Context: an optimization exercise on an open-source flow, tuned for small area. The choices shown serve that exercise and are no tape-out recipe. Function was checked by simulation only, so behaviour that the tests miss may differ from the original. Power and IR drop assume default switching activity.

== pepper ==
## register_file
module register_file #(
    parameter int DATA_W = mips_pkg::DATA_W_DEF,
    parameter int ADDR_W = mips_pkg::ADDR_W_DEF
) (
    input  logic              CLK,
    input  logic              Reset,
    input  logic              RegWre,
    input  logic [ADDR_W-1:0] WriteReg,
    input  logic [DATA_W-1:0] WriteData,
    input  logic [ADDR_W-1:0] rs,
    input  logic [ADDR_W-1:0] rt,
    output logic [DATA_W-1:0] ReadData1,
    output logic [DATA_W-1:0] ReadData2,
    output logic [DATA_W-1:0] ADR,
    output logic [DATA_W-1:0] BDR
);
Settings: LEC_CHECK=0, CAP_MARGIN=0, CORE_MARGIN=2, CORE_UTILIZATION=30, SLEW_MARGIN=0, SYNTH_HIERARCHICAL=1, SYNTH_MINIMUM_KEEP_SIZE=0; clock period 8.0 ns.
standard.sh (not shown) runs the stock make flow with config.mk's settings and CLKGATE_MAP_FILE= SYNTH_SCRIPT=/design/flow/synth_recipe.tcl, a recipe that flattens the netlist after the stock synthesis.
==> flow/flow/run.sh <==
#!/bin/bash
# Standard ORFS layout, with two changes made through ORFS's own variables:
#  - port buffers use the smallest buffer cell (every port is still buffered);
#  - CTS inserts no dummy loads and uses small clock buffers in small clusters.
# Each tool's full output goes to the ORFS logs under orfs/logs/ and to standard.log here.
set -euo pipefail
export BUFFER_PORTS_ARGS="-buffer_cell sky130_fd_sc_hd__buf_1"
export CTS_ARGS="-sink_clustering_enable -repair_clock_nets -dont_use_dummy_load -sink_clustering_size 8 -sink_clustering_max_diameter 50 -buf_list {sky130_fd_sc_hd__clkbuf_4}"
bash standard.sh finish > standard.log 2>&1
Nothing crashed in pepper and all stages finished; the problem is that the final layout failed, the offending checks being capacitance limit, slew limit.
What harbor does differently from pepper at the input level:
Settings: CORE_UTILIZATION now 40, was 30.
-- flow/flow/run.sh --
<<< pepper, line 8
export CTS_ARGS="-sink_clustering_enable -repair_clock_nets -dont_use_dummy_load -sink_clustering_size 8 -sink_clustering_max_diameter 50 -buf_list {sky130_fd_sc_hd__clkbuf_4}"
>>> harbor, line 8
export CTS_ARGS="-sink_clustering_enable -repair_clock_nets -dont_use_dummy_load -sink_clustering_size 9 -sink_clustering_max_diameter 50 -buf_list {sky130_fd_sc_hd__clkbuf_4}"
==> notes.md <==
harbor finished all stages; the layout is clean. harbor vs. pepper: power after layout went down 0.074 mW; met1 layer usage reported by global route went up 12 points; worst slew slack as a fraction of its limit went up 19 points. The clock network contribution to total cell area of harbor and that of pepper are within noise of each other. The die of harbor is smaller than the one used in pepper. Note that the horizontal die dimension recorded for harbor amounts to 0.867 times the value seen in pepper.
#### Input delta (violet over harbor)
Settings: SLEW_MARGIN changed from 0 to 20; CAP_MARGIN changed from 0 to 20.
==> flow/run.sh (new file) <==
#!/bin/bash
# synth_recipe.tcl (not shown) runs the flow's synth.tcl, then flattens the netlist and writes it again
# the make line also repeats each setting of config.mk as NAME=value (left out here)
make -C /OpenROAD-flow-scripts/flow DESIGN_CONFIG=/design/flow/config.mk WORK_HOME=/design/flow/orfs CLKGATE_MAP_FILE= SYNTH_SCRIPT=/design/flow/synth_recipe.tcl finish
removed: flow/flow/run.sh
removed: flow/standard.sh
## What came out
- violet finished every step from synthesis to the final layout, and the layout passed the timing, DRC and antenna checks.
- Tightest hold margin, harbor and violet, higher one = harbor.
- Diff harbor -> violet: final core utilization climbed 4.4 points, number of nets in the finished design increased about 0.75%, global-route met2 utilization now larger.
Changes in xenon relative to violet:
Settings: SLEW_MARGIN changed from 20 to 0; CAP_MARGIN changed from 20 to 0.
==> flow/flow/run.sh (new file) <==
#!/bin/bash
# Standard ORFS layout, with two changes made through ORFS's own variables:
#  - port buffers use the smallest buffer cell (every port is still buffered);
#  - CTS inserts no dummy loads and uses small clock buffers in small clusters.
# Each tool's full output goes to the ORFS logs under orfs/logs/ and to standard.log here.
set -euo pipefail
export BUFFER_PORTS_ARGS="-buffer_cell sky130_fd_sc_hd__buf_1"
export CTS_ARGS="-sink_clustering_enable -repair_clock_nets -dont_use_dummy_load -sink_clustering_size 8 -sink_clustering_max_diameter 50 -buf_list {sky130_fd_sc_hd__clkbuf_4}"
bash standard.sh finish > standard.log 2>&1
==> flow/standard.sh (new file) <==
#!/bin/bash
# synth_recipe.tcl (not shown) runs the flow's synth.tcl, then flattens the netlist and writes it again
# the make line also repeats each setting of config.mk as NAME=value (left out here)
make -C /OpenROAD-flow-scripts/flow DESIGN_CONFIG=/design/flow/config.mk WORK_HOME=/design/flow/orfs CLKGATE_MAP_FILE= SYNTH_SCRIPT=/design/flow/synth_recipe.tcl "${@:-finish}"
removed: flow/run.sh
## What came out
- Summed area of non-filler cells in the final layout (xenon over violet): decrease, 8.7%
- In the tables for xenon and violet, final worst-path cycle share reads higher with violet.
- The overall routed net length in xenon sits about 1.5% below the value recorded for violet.
- On xenon: minimum clock period is 890 ps lower than what violet gave.
- When the final numbers for xenon and violet were put side by side, the number of non-filler instances in the completed layout turned out to be greater in violet.
- As of xenon, number of buffers other than clock buffers in the final layout had fallen by more than 10% compared to violet.

-- port drivers added, routing unchanged --
Ports are ideal in the flow. The routed layouts listed here were re-timed in OpenROAD.
Step 1 sets driving cells, clkbuf_16 on the clock port and buf_2 on the other inputs (assumed; they add their load-dependent delay and slew).
Step 2, shift: input delay + t, output delay - t, t = (earliest + latest rising clock arrival at the registers) / 2. This alone moves slack from input paths to output paths.
Three values: ideal, step 1, step 2; two values: the first two.
run	t, ns	slack for setup (ns)	worst setup path after step 2	latest minus earliest clock arrival (ns)	worst data-port slew with drivers (ns)
pepper	1.229	1.351 / 1.149 / 1.149	input to output	0.144 / 0.144	0.21
harbor	1.143	1.309 / 1.282 / 1.282	input to output	0.136 / 0.136	0.18
violet	0.785	0.454 / 0.419 / 0.419	input to output	0.030 / 0.030	0.21
xenon	1.135	1.343 / 1.310 / 1.310	input to output	0.165 / 0.165	0.18
For pepper, which loses most, drivers alone change the setup slack by -0.202 ns; drivers and shift together by -0.202 ns.
